From an optimization exercise on the open Yosys and OpenROAD flow, aimed at small area, a short achievable clock period and few clock cycles per item; shortcuts taken in it are not production practice. In this exercise RTL edits were held to simulation tests only and were not proved equivalent to the original. Power and IR drop assume default switching activity.

File: flow/design.v
package isd_pkg;
	localparam logic [7:0] CH_TAB   = 8'h09;
	localparam logic [7:0] CH_LF    = 8'h0A;
	localparam logic [7:0] CH_CR    = 8'h0D;
	localparam logic [7:0] CH_SPACE = 8'h20;
	localparam logic [7:0] CH_STAR  = 8'h2A;
	localparam logic [1:0] REG_MIN_INDENT = 2'd0;
	localparam logic [1:0] REG_MAX_INDENT = 2'd1;
	localparam logic [1:0] REG_MAX_LINES  = 2'd2;
	localparam logic [7:0]  MIN_INDENT_RST = 8'd2;
	localparam logic [7:0]  MAX_INDENT_RST = 8'd8;
	localparam logic [15:0] MAX_LINES_RST  = 16'd500;
	localparam logic [1:0] STYLE_UNKNOWN = 2'd0;
	localparam logic [1:0] STYLE_TABS    = 2'd1;
	localparam logic [1:0] STYLE_SPACES  = 2'd2;
	typedef enum logic [3:0] {
		ST_IDLE  = 4'b0001,
		ST_BUMP  = 4'b0010,
		ST_SWEEP = 4'b0100,
		ST_OUT   = 4'b1000
	} isd_state_t;
	typedef struct packed {
		logic        saw_tab;
		logic        skip;
		logic        has_content;
		logic [15:0] lead_spaces;
	} isd_line_t;
endpackage
module isd_hist #(
	parameter int BINS = 8,
	parameter int CW   = 32,
	parameter int AW   = 3
) (
	input  logic          clk,
	input  logic          arst_n,
	input  logic          rd_en,
	input  logic [AW-1:0] rd_addr,
	output logic [CW-1:0] rd_data,
	input  logic          wr_en,
	input  logic [AW-1:0] wr_addr,
	input  logic [CW-1:0] wr_data
);
	logic [CW-1:0]   hist_mem_q [BINS];
	logic [CW-1:0]   rd_data_q;
	logic [BINS-1:0] valid_q;
	logic            rd_valid_q;
	always_ff @(posedge clk) begin
		if (wr_en) begin
			hist_mem_q[wr_addr] <= wr_data;
		end
		if (rd_en) begin
			rd_data_q <= hist_mem_q[rd_addr];
		end
	end
	always_ff @(posedge clk or negedge arst_n) begin
		if (!arst_n) begin
			valid_q    <= '0;
			rd_valid_q <= 1'b0;
		end else begin
			if (wr_en) begin
				valid_q[wr_addr] <= 1'b1;
			end
			if (rd_en) begin
				rd_valid_q <= valid_q[rd_addr];
			end
		end
	end
	assign rd_data = rd_valid_q ? rd_data_q : '0;
endmodule
module isd_scan (
	input  logic       clk,
	input  logic       arst_n,
	input  logic       take,
	input  logic [7:0] text_byte,
	input  logic       has_byte,
	input  logic       end_of_line,
	output isd_pkg::isd_line_t line
);
	logic        in_run_q;
	logic        saw_tab_q;
	logic        skip_q;
	logic        content_q;
	logic [15:0] spaces_q;
	logic        in_run_d;
	logic        saw_tab_d;
	logic        skip_d;
	logic        content_d;
	logic [15:0] spaces_d;
	always_comb begin
		in_run_d  = in_run_q;
		saw_tab_d = saw_tab_q;
		skip_d    = skip_q;
		content_d = content_q;
		spaces_d  = spaces_q;
		if (has_byte) begin
			if (text_byte != isd_pkg::CH_CR && text_byte != isd_pkg::CH_LF) begin
				content_d = 1'b1;
			end
			if (in_run_q) begin
				case (text_byte)
					isd_pkg::CH_TAB: begin
						saw_tab_d = 1'b1;
						if (spaces_q != 16'd0) begin
							skip_d   = 1'b1;
							in_run_d = 1'b0;
						end
					end
					isd_pkg::CH_SPACE: begin
						if (spaces_q != 16'hFFFF) begin
							spaces_d = spaces_q + 16'd1;
						end
						if (saw_tab_q) begin
							skip_d   = 1'b1;
							in_run_d = 1'b0;
						end
					end
					isd_pkg::CH_STAR: begin
						skip_d   = 1'b1;
						in_run_d = 1'b0;
					end
					default: begin
						in_run_d = 1'b0;
					end
				endcase
			end
		end
	end
	assign line.saw_tab     = saw_tab_d;
	assign line.skip        = skip_d;
	assign line.has_content = content_d;
	assign line.lead_spaces = spaces_d;
	always_ff @(posedge clk or negedge arst_n) begin
		if (!arst_n) begin
			in_run_q  <= 1'b1;
			saw_tab_q <= 1'b0;
			skip_q    <= 1'b0;
			content_q <= 1'b0;
			spaces_q  <= 16'd0;
		end else if (take) begin
			if (end_of_line) begin
				in_run_q  <= 1'b1;
				saw_tab_q <= 1'b0;
				skip_q    <= 1'b0;
				content_q <= 1'b0;
				spaces_q  <= 16'd0;
			end else begin
				in_run_q  <= in_run_d;
				saw_tab_q <= saw_tab_d;
				skip_q    <= skip_d;
				content_q <= content_d;
				spaces_q  <= spaces_d;
			end
		end
	end
endmodule
module indent_style_detector_core #(
	parameter int HIST_BINS   = 8,
	parameter int COUNT_WIDTH = 16
) (
	input  logic        clk,
	input  logic        arst_n,
	input  logic        in_valid,
	output logic        in_ready,
	input  logic [7:0]  text_byte,
	input  logic        has_byte,
	input  logic        end_of_line,
	output logic        out_valid,
	input  logic        out_ready,
	output logic        keep_going,
	output logic [1:0]  tab_style,
	output logic [7:0]  indent_size,
	output logic [31:0] lines_seen,
	input  logic        cfg_we,
	input  logic [1:0]  cfg_index,
	input  logic [15:0] cfg_data
);
	localparam int CW = COUNT_WIDTH;
	localparam int AW = (HIST_BINS > 1) ? $clog2(HIST_BINS) : 1;
	localparam int SW = $clog2(HIST_BINS + 1);
	function automatic logic [CW-1:0] sat_inc(input logic [CW-1:0] v);
		sat_inc = (&v) ? v : v + 1'b1;
	endfunction
	isd_pkg::isd_state_t state_q;
	logic [7:0]    min_indent_q;
	logic [7:0]    max_indent_q;
	logic [15:0]   max_lines_q;
	logic [CW-1:0] line_total_q;
	logic [CW-1:0] thresh_total_q;
	logic [CW-1:0] tab_total_q;
	logic [CW-1:0] space_total_q;
	logic [15:0]   prev_indent_q;
	logic [AW-1:0] bin_q;
	logic          hit_q;
	logic [SW-1:0] sweep_q;
	logic          rd_vld_s1;
	logic [AW-1:0] rd_idx_s1;
	logic [CW-1:0] best_val_q;
	logic [7:0]    best_pos_q;
	logic          out_valid_q;
	logic          keep_going_q;
	logic [1:0]    tab_style_q;
	logic [7:0]    indent_size_q;
	logic [31:0]   lines_seen_q;
	logic          in_fire;
	logic          out_free;
	isd_pkg::isd_line_t     line;
	logic [15:0]   delta;
	logic [15:0]   delta_off;
	logic          hist_hit;
	logic          hist_rd_en;
	logic [AW-1:0] hist_rd_addr;
	logic [CW-1:0] hist_rd_data;
	logic          hist_we;
	logic          sweep_issue;
	logic [8:0]    sweep_pos;
	logic          sweep_in_range;
	logic [CW+3:0] bin_x10;
	logic          sweep_take;
	logic [1:0]    style_now;
	assign in_ready  = (state_q == isd_pkg::ST_IDLE);
	assign in_fire   = in_valid && in_ready;
	assign out_free  = !out_valid_q || out_ready;
	isd_scan u_scan (
		.clk         (clk),
		.arst_n      (arst_n),
		.take        (in_fire),
		.text_byte   (text_byte),
		.has_byte    (has_byte),
		.end_of_line (end_of_line),
		.line        (line)
	);
	isd_hist #(
		.BINS (HIST_BINS),
		.CW   (CW),
		.AW   (AW)
	) u_hist (
		.clk     (clk),
		.arst_n  (arst_n),
		.rd_en   (hist_rd_en),
		.rd_addr (hist_rd_addr),
		.rd_data (hist_rd_data),
		.wr_en   (hist_we),
		.wr_addr (bin_q),
		.wr_data (sat_inc(hist_rd_data))
	);
	always_comb begin
		delta     = (line.lead_spaces >= prev_indent_q) ? line.lead_spaces - prev_indent_q
			: prev_indent_q - line.lead_spaces;
		delta_off = delta - {8'd0, min_indent_q};
		hist_hit  = !line.skip && !line.saw_tab && line.has_content
			&& (delta >= {8'd0, min_indent_q}) && (delta <= {8'd0, max_indent_q})
			&& (delta_off < 16'(HIST_BINS));
	end
	assign sweep_issue  = (state_q == isd_pkg::ST_SWEEP) && (sweep_q < SW'(HIST_BINS));
	assign hist_rd_en   = (in_fire && end_of_line) || sweep_issue;
	assign hist_rd_addr = sweep_issue ? sweep_q[AW-1:0] : delta_off[AW-1:0];
	assign hist_we      = (state_q == isd_pkg::ST_BUMP) && hit_q;
	always_comb begin
		sweep_pos      = {1'b0, min_indent_q} + 9'(rd_idx_s1);
		sweep_in_range = sweep_pos <= {1'b0, max_indent_q};
		bin_x10        = ((CW+4)'(hist_rd_data) << 3) + ((CW+4)'(hist_rd_data) << 1);
		sweep_take     = rd_vld_s1 && sweep_in_range && (hist_rd_data > best_val_q)
			&& (bin_x10 > (CW+4)'(thresh_total_q));
	end
	always_comb begin
		if (tab_total_q > space_total_q) begin
			style_now = isd_pkg::STYLE_TABS;
		end else if (space_total_q > tab_total_q) begin
			style_now = isd_pkg::STYLE_SPACES;
		end else begin
			style_now = isd_pkg::STYLE_UNKNOWN;
		end
	end
	always_ff @(posedge clk or negedge arst_n) begin
		if (!arst_n) begin
			min_indent_q <= isd_pkg::MIN_INDENT_RST;
			max_indent_q <= isd_pkg::MAX_INDENT_RST;
			max_lines_q  <= isd_pkg::MAX_LINES_RST;
		end else if (cfg_we) begin
			case (cfg_index)
				isd_pkg::REG_MIN_INDENT: min_indent_q <= cfg_data[7:0];
				isd_pkg::REG_MAX_INDENT: max_indent_q <= cfg_data[7:0];
				isd_pkg::REG_MAX_LINES:  max_lines_q  <= cfg_data;
				default: ;
			endcase
		end
	end
	always_ff @(posedge clk or negedge arst_n) begin
		if (!arst_n) begin
			line_total_q   <= '0;
			thresh_total_q <= '0;
			tab_total_q    <= '0;
			space_total_q  <= '0;
			prev_indent_q  <= 16'd0;
			bin_q          <= '0;
			hit_q          <= 1'b0;
		end else if (in_fire && end_of_line) begin
			line_total_q <= sat_inc(line_total_q);
			bin_q        <= delta_off[AW-1:0];
			hit_q        <= hist_hit;
			if (!line.skip) begin
				if (line.saw_tab) begin
					tab_total_q    <= sat_inc(tab_total_q);
					thresh_total_q <= sat_inc(thresh_total_q);
				end else begin
					if (line.lead_spaces != 16'd0) begin
						space_total_q <= sat_inc(space_total_q);
					end
					if (line.has_content) begin
						prev_indent_q <= line.lead_spaces;
					end
					if (hist_hit) begin
						thresh_total_q <= sat_inc(thresh_total_q);
					end
				end
			end
		end
	end
	always_ff @(posedge clk or negedge arst_n) begin
		if (!arst_n) begin
			state_q    <= isd_pkg::ST_IDLE;
			sweep_q    <= '0;
			rd_vld_s1  <= 1'b0;
			rd_idx_s1  <= '0;
			best_val_q <= '0;
			best_pos_q <= 8'd0;
		end else begin
			case (state_q)
				isd_pkg::ST_IDLE: begin
					if (in_fire && end_of_line) begin
						state_q <= isd_pkg::ST_BUMP;
					end
				end
				isd_pkg::ST_BUMP: begin
					sweep_q    <= '0;
					rd_vld_s1  <= 1'b0;
					best_val_q <= '0;
					best_pos_q <= 8'd0;
					state_q    <= isd_pkg::ST_SWEEP;
				end
				isd_pkg::ST_SWEEP: begin
					rd_vld_s1 <= sweep_issue;
					rd_idx_s1 <= sweep_q[AW-1:0];
					if (sweep_issue) begin
						sweep_q <= sweep_q + 1'b1;
					end
					if (sweep_take) begin
						best_val_q <= hist_rd_data;
						best_pos_q <= sweep_pos[7:0];
					end
					if (rd_vld_s1 && rd_idx_s1 == AW'(HIST_BINS - 1)) begin
						state_q <= isd_pkg::ST_OUT;
					end
				end
				isd_pkg::ST_OUT: begin
					if (out_free) begin
						state_q <= isd_pkg::ST_IDLE;
					end
				end
				default: begin
					state_q <= isd_pkg::ST_IDLE;
				end
			endcase
		end
	end
	always_ff @(posedge clk or negedge arst_n) begin
		if (!arst_n) begin
			out_valid_q <= 1'b0;
		end else if (state_q == isd_pkg::ST_OUT && out_free) begin
			out_valid_q <= 1'b1;
		end else if (out_ready) begin
			out_valid_q <= 1'b0;
		end
	end
	always_ff @(posedge clk) begin
		if (state_q == isd_pkg::ST_OUT && out_free) begin
			keep_going_q  <= line_total_q < CW'(max_lines_q);
			tab_style_q   <= style_now;
			indent_size_q <= best_pos_q;
			lines_seen_q  <= ((line_total_q >> 32) != '0) ? 32'hFFFF_FFFF
				: 32'(line_total_q);
		end
	end
	assign out_valid   = out_valid_q;
	assign keep_going  = keep_going_q;
	assign tab_style   = tab_style_q;
	assign indent_size = indent_size_q;
	assign lines_seen  = lines_seen_q;
endmodule
File: flow/run.sh
#!/bin/bash
# synth_recipe.tcl (not shown) runs the flow's synth.tcl, then flattens the netlist and writes it again
# the make line also repeats each setting of config.mk as NAME=value (left out here)
make -C /OpenROAD-flow-scripts/flow DESIGN_CONFIG=/design/flow/config.mk WORK_HOME=/design/flow/orfs CLKGATE_MAP_FILE= SYNTH_SCRIPT=/design/flow/synth_recipe.tcl finish
File: flow/config.mk
export PLATFORM = sky130hd
export DESIGN_NAME = indent_style_detector_core
export DESIGN_NICKNAME = indent_style_detector_core
export VERILOG_FILES = /design/flow/design.v
export SDC_FILE = /design/flow/constraint.sdc
export NUM_CORES = 4
export LEC_CHECK = 0
export CAP_MARGIN = 20
export CORE_MARGIN = 2
export CORE_UTILIZATION = 40
export PLACE_DENSITY = 0.6
export SLEW_MARGIN = 20
File: flow/constraint.sdc
create_clock -name core_clock -period 8.0 [get_ports {clk}]
set_input_delay 1.6000 -clock core_clock [delete_from_list [all_inputs] [get_ports {clk}]]
set_output_delay 1.6000 -clock core_clock [all_outputs]
set_load 0.01 [all_outputs]
==> results.yml <==
run_status:
  outcome: "timing/DRC/antenna clean"
clocking:
  cts_sinks: 353
  ctsHoldBuffers: 0
  cts_inserted_buffers: 40
  cts_max_path_buffers: 3
  path_clk_slew_ns: 0.05
  clock_latency_ns: 0.56
  cts_max_level: 2
  cts-root-buf: "clkbuf_16"
  cts_tree: "yes"
floorplan:
  die_h_um: 227
  fp-row-count: 81
  start_util: 0.405
  io_pins: 78
  core_area_um2: 49000
  dieWidth_um: 227
  die_area_um2: 51400
detailed_routing:
  drcViolationCount: 0
  wl_um: 46400
  avgViaCountPerCell: 5.23
  wl_per_cell_um: 17.8
  drtIter0Drc: 831
  ant_nets: 0
  vias: 13615
  firstDrtPassIters: 5
power_and_ir_drop:
  ir_drop_v: 0.000240
  leakagePower_uw: 0.00975
  finalPower_uw: 6170
  power_density_nw_per_um2: 266
critical_path:
  cp_max_fo: 8
  reg2regPathDepth: 25
  rr_startpoint: "u_scan.spaces_q[14]"
  arrival_ns: 7.99
  crit_path_end_kind: "register"
  setup.worst_path.start_class: "input port"
  rrSetupSlack_ns: 0.93
  worstPathRequired_ns: 8.45
  reg2reg_to: "thresh_total_q[15]"
  path_class: "input port to register"
placed_design:
  hpwl_um: 33300
  port_buffers: 61
  place_congestion: 0.900
finish:
  drive_gt1_frac: 0.163
  layout.nets: 2089
  diodes: 0
  multiInputGateArea_um2: 9450
  post-route-util: 0.474
  fillers: 4427
  synthToLayoutAreaGrowth_pct: 16.9
  regArea_um2: 9700
sta:
  hold_viol_final: 0
  fmax_mhz: 133
  hold_ws_ns: 0.440
  skew_ns: 0.0344
  maxSlewViolCount: 0
  period_share: 0.942
  period_needed_ns: 7.54
  relSlewSlack: 0.287
  worst_pin_slew_ns: 1.07
  setup_viol_count_final: 0
synth:
  yosysWarnings: 3
  synth_cell_types: 89
  synth_ff_type: "dfrtp_1"
  synth-seq-area-share: 0.489
  synth_area_per_cell_um2: 11.3
  ys_ff_latch: 353
  synth_top_cell_area_share: 0.259
  netlist.top_cell.by_area: "edfxtp_1"
  synth_edf_count: 171
  synth.top_cells.by_area: "edfxtp_1 (26%), dfrtp_1 (22%), ha_1 (9.1%)"
  syn_area_um2: 19800
  postSynth.asyncResetShare: 0.516
  synth_cells: 1763
global_route:
  grt_usage: 0.185
  grt_max_degree: 107
  grt_pass1_wl_um: 75000
  antenna_found_initial: 0
  grt_pass1_vias: 13869
  grt_overflow: 0
min_path:
  hold_depth: 0
  hold-path-endpoint: "indent_size_q[6]"
  hold_path_class: "register to register"
  holdCritStartpoint: "best_pos_q[6]"
run:
  drv_cap: 0
## kinds of logic after synthesis
kind of cell               share of synthesized area
DFF                                            0.489
adders and majority gates                     0.0965
buffers and inverters                         0.0461
other                                       0.000189
muxes                                         0.0855
xor gates and xnor gates                      0.0520
and+or+nand+nor                                0.124
AOI/OAI and AO/OA                              0.107
## metrics by stage
step	instances	setup slack (ns)	setup TNS, ns	cell area (um2)
floorplan	1778	0.141	0	19900
global placement	2527	-0.0921	-0.652	21800
detailed placement	2527	-0.296	-2.74	21800
CTS	2600	0.216	0	23100
global route	2601	-0.0281	-0.0946	23200
finish	2601	0.464	0	23200
## cells in the mapped netlist, drive strengths merged (4+ instances only)
cell type and count:
a2111oi 11, a211oi 19, a21o 42, a21oi 84
a31o 10, a31oi 6, and2 9, and3 17
and4 5, buf 38, clkbuf 28, dfrtp 172
dfstp 10, edfxtp 171, fa 5, ha 145
inv 151, mux2 57, mux2i 29, mux4 34
nand2 169, nand2b 11, nand3 41, nand3b 9
nand4 44, nor2 86, nor2b 24, nor3 34
nor3b 7, nor4 11, o211ai 6, o21a 16
o21ai 74, o21bai 6, o22ai 6, o31ai 4
or2 4, or3 13, xnor2 91, xor2 26
## repair_timing
action | 4_1_cts | 5_1_grt
gates resized for setup | 0 | 17
buffers inserted | 0 | 0
setup endpoints to repair | 0 | 16
## registers in the layout (all words and copies together), names as in the netlist, 2 cells and up
name / flops
min_indent_q: 8
best_val_q: 16
line_total_q: 16
lines_seen_q: 16
rd_idx_s1: 3
u_hist.valid_q: 8
indent_size_q: 8
u_hist.hist_mem_q: 128
u_scan.spaces_q: 16
tab_total_q: 16
prev_indent_q: 16
best_pos_q: 8
tab_style_q: 2
max_indent_q: 8
u_hist.rd_data_q: 16
space_total_q: 16
sweep_q: 4
thresh_total_q: 16
state_q: 4
bin_q: 3
max_lines_q: 16
## cell usage in the layout, fill, tap and decap left out, types with 7 or more instances in the layout
cell type,count
dfstp_2,10
clkbuf_16,41
mux4_2,34
nand3_1,40
inv_1,149
nand3b_1,9
nor2_1,85
dfrtp_1,172
mux2_2,57
a211oi_1,18
a21oi_1,79
nand2b_1,11
or3_1,13
mux2i_1,27
a31o_2,10
o21ai_0,69
nor4_1,7
ha_1,145
and2_1,9
buf_4,87
xnor2_1,90
nor3_1,30
clkinv_1,7
nand2_1,168
a21o_1,42
conb_1,16
nand4_1,42
nor3b_1,7
edfxtp_1,171
and3_1,17
clkdlybuf4s50_1,60
nor2b_1,24
o21a_1,16
xor2_1,26
## layout make-up
class                           instances  area share
Multi-Input combinational cell       1208       0.407
Clock buffer                           50      0.0470
Timing Repair Buffer                  151      0.0564
Clock inverter                         23      0.0110
Sequential cell                       353       0.418
Inverter                              152      0.0246
Tap cell                              664      0.0358
## how the worst max path moves through the flow
stage | to | cells past startpoint | from
CTS | thresh_total_q[9] | 26 | text_byte[2]
floorplan | thresh_total_q[14] | 29 | text_byte[2]
global placement | thresh_total_q[9] | 26 | text_byte[2]
finish | thresh_total_q[15] | 27 | text_byte[6]
global route | thresh_total_q[15] | 27 | text_byte[6]
detailed placement | thresh_total_q[9] | 26 | text_byte[2]
## worst max-delay path, cell delays in order
cell and delay, ns:
clkdlybuf4s50_1 0.47, nor4_4 0.37, nand4_4 0.19, a21oi_4 0.22, buf_4 0.16, xnor2_1 0.11, ha_1 0.24, fa_1 0.39
nand3b_1 0.21, a311oi_2 0.27, o21ai_1 0.13, nand2_2 0.16, nor2_1 0.06, a21oi_1 0.15, xor2_1 0.23, ha_1 0.31
a21oi_2 0.17, a21boi_1 0.12, o21ai_2 0.15, a21oi_1 0.10, or4b_2 0.67, a2111oi_4 0.33, and4_4 0.31, nand4_4 0.20
buf_4 0.24, a211oi_1 0.27, xnor2_1 0.15
## where the power goes
| group | internal (uW) | total [uW] | leakage, uW | switching (uW) |
|---|---|---|---|---|
| logic | 968 | 2090 | 0.00527 | 1120 |
| registers | 2110 | 2220 | 0.00383 | 112 |
| clock network | 1100 | 1870 | 0.000649 | 761 |
| total | 4180 | 6170 | 0.00975 | 2000 |
## layer usage
metal / up-vias / part of all wire / GRT usage
li1: 6619 / - / -
met1: 6720 / 0.47 / 0.254
met2: 215 / 0.47 / 0.305
met3: 61 / 0.035 / 0.0231
met4: 0 / 0.023 / 0.0552
met5: - / 0 / 0
Testbench counts, summed over its fixed seeds: cycles 277,406, lines 9,600.

## what the ideal ports hide
How much do the figures lean on ideal ports? The routed layout below was timed once more, with nothing changed but the port constraints. Step 1 (the two cells are an assumption about what drives the block):
set clk [get_ports {clk}]
set_driving_cell -lib_cell sky130_fd_sc_hd__clkbuf_16 $clk
set_driving_cell -lib_cell sky130_fd_sc_hd__buf_2 [delete_from_list [all_inputs] $clk]
Step 2 moves the port delays by t, midway between the first and last clock arrival at a register: inputs arrive t later, outputs are due t later. That takes back most of the time a late clock gives input paths. a / b / c = ideal / step 1 / step 2; a / b = the first two.
shift t [ns]: 0.598
setup slack, ns: 0.464 / 0.494 / -0.104
hold slack, ns: 0.440 / 0.440 / 0.440
latest minus earliest clock arrival (ns): 0.034 / 0.034
worst register clock-pin slew, ns: 0.06 / 0.06
With both steps, setup timing fails in this run, where it was met with ideal ports. The setup slack of this run moves by +0.030 ns with the drivers and by -0.568 ns with both steps.
